From an optimization exercise on the open Yosys and OpenROAD flow, aimed at small area; shortcuts taken in it are not production practice. In this exercise RTL edits were held to simulation tests only and were not proved equivalent to the original. No activity file was given, so power comes from the tool's default toggle rates.

**design/flow/design.v**
```verilog
module branch_predictor #(
    parameter int ENTRIES = 64,
    parameter int TAG_W   = 8,
    parameter int GHR_W   = 6
) (
    input  logic             clk,
    input  logic             reset,
    input  logic [31:0]      IF_pc,
    output logic             pred_taken,
    output logic [31:0]      pred_target,
    output logic             pred_hit,
    output logic [GHR_W-1:0] pred_ghr,
    input  logic             upd_valid,
    input  logic [31:0]      upd_pc,
    input  logic             upd_taken,
    input  logic [31:0]      upd_target,
    input  logic             upd_is_cond,
    input  logic             upd_mispred,
    input  logic [GHR_W-1:0] upd_ghr,
    output logic [31:0]      mispred_cnt
);
    localparam int IDX_W = $clog2(ENTRIES);
    function automatic logic [1:0] sat_ctr(input logic [1:0] ctr, input logic taken);
        logic [1:0] res;
        res = ctr;
        if (taken) begin
            if (ctr != 2'b11) res = ctr + 2'b01;
            else              res = ctr;
        end else begin
            if (ctr != 2'b00) res = ctr - 2'b01;
            else              res = ctr;
        end
        sat_ctr = res;
    endfunction
    logic              valid_r   [ENTRIES];
    logic [TAG_W-1:0]  tag_r     [ENTRIES];
    logic [31:0]       target_r  [ENTRIES];
    logic              is_cond_r [ENTRIES];
    logic [31:0]       mispred_cnt_r;
    logic [IDX_W-1:0]  if_idx_s;
    logic [TAG_W-1:0]  if_tag_s;
    logic [IDX_W-1:0]  upd_idx_s;
    logic [TAG_W-1:0]  upd_tag_s;
    logic              upd_hit_s;
    logic              dir_s;
    logic              hit_s;
    logic              taken_s;
    logic              unused_s;
    assign if_idx_s  = IF_pc[IDX_W+1:2];
    assign if_tag_s  = IF_pc[IDX_W+1+TAG_W:IDX_W+2];
    assign upd_idx_s = upd_pc[IDX_W+1:2];
    assign upd_tag_s = upd_pc[IDX_W+1+TAG_W:IDX_W+2];
    assign upd_hit_s = valid_r[upd_idx_s] && (tag_r[upd_idx_s] == upd_tag_s);
    assign unused_s  = ^{IF_pc, upd_pc, upd_ghr};
    logic [1:0]        ctr_r [ENTRIES];
    assign dir_s    = ctr_r[if_idx_s][1];
    assign pred_ghr = {GHR_W{1'b0}};
    always_ff @(posedge clk) begin
        if (reset) begin
            for (int i = 0; i < ENTRIES; i++) ctr_r[i] <= 2'b01;
        end else if (upd_valid && upd_hit_s) begin
            ctr_r[upd_idx_s] <= sat_ctr(ctr_r[upd_idx_s], upd_taken);
        end else if (upd_valid && upd_taken) begin
            ctr_r[upd_idx_s] <= 2'b10;
        end
    end
    always_comb begin
        hit_s   = 1'b0;
        taken_s = 1'b0;
        if (!reset) begin
            hit_s = valid_r[if_idx_s] && (tag_r[if_idx_s] == if_tag_s);
        end else begin
            hit_s = 1'b0;
        end
        taken_s = hit_s && (!is_cond_r[if_idx_s] || dir_s);
    end
    assign pred_hit    = hit_s;
    assign pred_taken  = taken_s;
    assign pred_target = taken_s ? target_r[if_idx_s] : (IF_pc + 32'd4);
    assign mispred_cnt = reset ? 32'd0 : mispred_cnt_r;
    always_ff @(posedge clk) begin
        if (reset) begin
            for (int i = 0; i < ENTRIES; i++) valid_r[i] <= 1'b0;
            mispred_cnt_r <= 32'd0;
        end else begin
            if (upd_valid && !upd_hit_s && upd_taken) valid_r[upd_idx_s] <= 1'b1;
            if (upd_valid && upd_mispred) mispred_cnt_r <= mispred_cnt_r + 32'd1;
        end
    end
    always_ff @(posedge clk) begin
        if (!reset && upd_valid) begin
            if (upd_hit_s) begin
                if (upd_taken) target_r[upd_idx_s] <= upd_target;
                is_cond_r[upd_idx_s] <= upd_is_cond;
            end else if (upd_taken) begin
                tag_r[upd_idx_s]     <= upd_tag_s;
                target_r[upd_idx_s]  <= upd_target;
                is_cond_r[upd_idx_s] <= upd_is_cond;
            end
        end
    end
endmodule
```
**design/flow/run.sh**
```bash
#!/bin/bash
# synth_recipe.tcl (not shown) runs the flow's synth.tcl, then flattens the netlist and writes it again
# the make line also repeats each setting of config.mk as NAME=value (left out here)
make -C /OpenROAD-flow-scripts/flow DESIGN_CONFIG=/design/flow/config.mk WORK_HOME=/design/flow/orfs CLKGATE_MAP_FILE= SYNTH_SCRIPT=/design/flow/synth_recipe.tcl finish
```
**design/flow/config.mk**
```make
export PLATFORM = sky130hd
export DESIGN_NAME = branch_predictor
export DESIGN_NICKNAME = branch_predictor
export VERILOG_FILES = /design/flow/design.v
export SDC_FILE = /design/flow/constraint.sdc
export NUM_CORES = 4
export LEC_CHECK = 0
export CAP_MARGIN = 20
export CORE_MARGIN = 2
export CORE_UTILIZATION = 40
export SETUP_SLACK_MARGIN = 0.3
export SLEW_MARGIN = 20
```
**design/flow/constraint.sdc**
```tcl
create_clock -name core_clock -period 7.0 [get_ports {clk}]
set_input_delay 1.4000 -clock core_clock [delete_from_list [all_inputs] [get_ports {clk}]]
set_output_delay 1.4000 -clock core_clock [all_outputs]
set_load 0.01 [all_outputs]
```
==> flow_metrics.tcl <==
set metrics [dict create \
    critPathMaxFanout 10 \
    post-route-period-util_pct 95.2 \
    peakVddDrop_v 0.000204 \
    cts_sinks 2848 \
    synth_seq_area_share_pct 71.8 \
    worst-endpoint-required_ns 5.60 \
    first_pass_iters 6 \
    synth_area_leader_cell "edfxtp_1" \
    synth-edff-count 2752 \
    die_area_sq_mm 0.299 \
    core_sq_mm 0.294 \
    drive_above_1_share_pct 30.8 \
    min_period_ns 6.67 \
    syn_to_final_growth_pct 15.6 \
    yosysUniqueCellTypes 77 \
    relSlewSlack_pct 23.3 \
    synth_flop_cell "edfxtp_1" \
    nFillCells 24400 \
    tightest_slew_ns 1.15 \
    totalNegativeSetupSlack_ns 0 \
    clockBufferDepth 4 \
    max-cap-violations 0 \
    die_h_microns 547 \
    status "no timing/DRC/antenna violations" \
    worst_setup_path_end_kind "output pin" \
    cts-root-buf "clkbuf_16" \
    grtUsageTotal_pct 23.7 \
    ys_top_cells_by_area "edfxtp_1, mux4_2, dfxtp_1" \
    gp_congestion 0.925 \
    fin_skew_ns 0.0480 \
    synth_top_area_share_pct 70.1 \
    avgViaCountPerCell 6.19 \
    critPathLaunchType "primary input" \
    numCtsBuffers 294 \
    syn_area_per_cell_sq_um 20.4 \
    grt_remaining_overflow 0 \
    path_clk_slew_ns 0.06 \
    power_density_mw_per_mm2 266 \
    drt_wl_total_microns 361000 \
    hp-class "flip-flop to flip-flop" \
    ys_seq_elements 2848 \
    critPathArrivalTime_ns 5.27 \
    dp_hpwl_microns 212000 \
    grt_pass1_vias 63200 \
    clkLatencyLatePin_ns 0.86 \
    synthArstFlopShare_pct 0 \
    grt_pass1_wl_microns 500000 \
    grt_max_degree 116 \
    drt_iter0_markers 9557 \
    postRouteAntennaNets 0 \
    mappedNetlistArea_sq_mm 0.118 \
    post-place-ws_ns -0.638 \
    fp.dieW_microns 547 \
    finalMaxSlewViolations 0 \
    via_count 64200 \
    h-tree-depth 5 \
    synth_cells 5768 \
    worst-setup-path-type "primary input to output pin" \
    fin_nets 6343 \
    max_freq_mhz 150 \
    fp-row-count 199 \
    setup_viol 0 \
    rsz0062_at_grt "yes" \
    cts_tree "done" \
    layout_setup_ws_ns 0.334 \
    floorplan.initialDensity_pct 40.1 \
    port_buffers 149 \
    drcViolationCount 0 \
    antenna_found_initial 29 \
    final_hold_viol_count 0 \
    pin_count 180 \
    yosys_warnings 1 \
    p_leak_uw 0.0433 \
    wl_per_cell_microns 34.8 \
]
## cells in the mapped netlist (all sizes together), types with 28 or more instances
cell,instances
o22ai,31
nor3,114
nor2b,89
buf,252
a21oi,30
a21o,53
inv,39
mux2,50
nand2,195
nor2,196
mux4,926
clkbuf,171
mux2i,132
o21ai,68
nand4,32
o2111a,28
dfxtp,96
a22oi,38
nand3,50
xnor2,43
a31oi,31
edfxtp,2752
## worst paths after layout
path	cells past startpoint	startpoint	end	slack [ns]
worst max-delay path	16	IF_pc[3]	pred_target[20]	0.33
worst min-delay path	1	valid_r[36]	valid_r[36]	0.48
worst max register to register	12	tag_r[30][1]	tag_r[31][5]	2.28
worst min register to register	1	valid_r[36]	valid_r[36]	0.48
## cell usage in the layout (no fill, tap or decap), drive strengths merged, types with 17 or more instances in the layout
master and instances:
o21ai 68, a22oi 38, clkdlybuf4s50 63, o22ai 31, dlymetal6s2s 19, nand2 195, o2111a 28, nor4 23
dfxtp 96, and3 17, mux2i 132, a21oi 30, nand3b 21, o2bb2ai 17, clkbuf 382, bufinv 19
edfxtp 2752, nor3 114, clkinv 108, a21o 53, o221ai 20, nand2b 21, o32ai 19, inv 44
nand4 32, mux2 50, nand3 50, nor2b 89, buf 490, mux4 926, a31oi 31, a211oi 19
xnor2 43, o31ai 20, nor2 196, xor2 22
## metal layers
| layer | track usage [%] | wire length [microns] |
|---|---|---|
| met1 | 32.6 | 141000 |
| met2 | 37.7 | 172000 |
| met3 | 5.49 | 36900 |
| met4 | 7.16 | 12100 |
| met5 | 0 | 90 |
## flip-flops by register name (all words and copies together) (netlist names)
name and flops:
tag_r 512, mispred_cnt_r 32, is_cond_r 64, ctr_r 128, valid_r 64, target_r 2048
## where the power goes
part           internal (uW)  total [uW]  switching, uW
Combinational            876        2280           1400
Sequential             18700       18700           21.5
Clock                   8740       15200           6510
## critical path, cell delays in order
cell            delay [ns]
buf_16                0.13
buf_16                0.14
buf_6                 0.12
mux4_1                0.53
mux4_2                0.48
mux2i_1               0.16
buf_4                 0.19
o211ai_1              0.10
xnor2_1               0.19
nand3_1               0.12
or4_4                 0.63
buf_16                0.18
buf_4                 0.19
buf_12                0.17
mux2_4                0.31
dlymetal6s2s_1        0.17
## cell families after synthesis
logic type	after synthesis	share of synthesized area [%]
fa+ha+maj	3	0.0297
compound gates	459	2.90
buf+inv	462	1.94
mux	1108	19.4
flops	2848	71.8
xor+xnor	65	0.483
other cells	1	0.00318
simple gates	822	3.44
## through the flow
step	std cells	hold slack, ns	power (uW)	instance area [sq um]	util (%)
finish	10400	0.476	36300	136000	46.4
detailed placement	9833	0.463	21400	126000	43.1
floorplan	5773	0.442	20300	118000	-
global placement	9833	0.450	21300	126000	43.1
global route	10400	0.493	37200	136000	46.4
CTS	10400	0.477	36400	136000	46.3
## cell type report
cell class | instances | area, sq um | share of cell area (%)
Clock buffer | 377 | 7980 | 5.85
Clock inverter | 136 | 1160 | 0.852
Timing Repair Buffer | 587 | 5710 | 4.19
Multi-Input combinational cell | 2463 | 31700 | 23.3
Inverter | 39 | 158 | 0.116
Sequential cell | 2848 | 84600 | 62.1
Tap cell | 3919 | 4900 | 3.60
Antenna cell | 13 | 32.5 | 0.0239
## repair_timing
item | 4_1_cts | 5_1_grt
pin swaps | 2 | 3
resized for setup | 34 | 48
buffers inserted | 9 | 9
gates cloned | 3 | 1
endpoints found under the setup margin | 34 | 31
hold buffers | 0 | 0

afterwards: timing with drivers on the ports:
The flow's constraints put no driver on any port. The routed layout listed below was extracted and timed again, unchanged, in two steps. Step 1 assumes that a clkbuf_16 drives the clock port and a buf_2 every other input. Step 2 adds t to the input delays and takes it off the output delays; t is the mean of the earliest and latest rising clock arrival at the registers after step 1. Input paths then give back, and output paths get back, about the clock's delay inside the block. a / b / c = ideal / step 1 / step 2; a / b = the first two.
t (ns): 0.949
setup slack, ns: 0.334 / 0.095 / 0.095
worst hold slack (ns): 0.476 / 0.476 / 0.476
worst setup path at the end: input to output
clock arrival spread, ns: 0.066 / 0.066
After both steps this run still meets setup and hold. For this run, drivers alone change the setup slack by -0.239 ns; drivers and shift together by -0.239 ns.
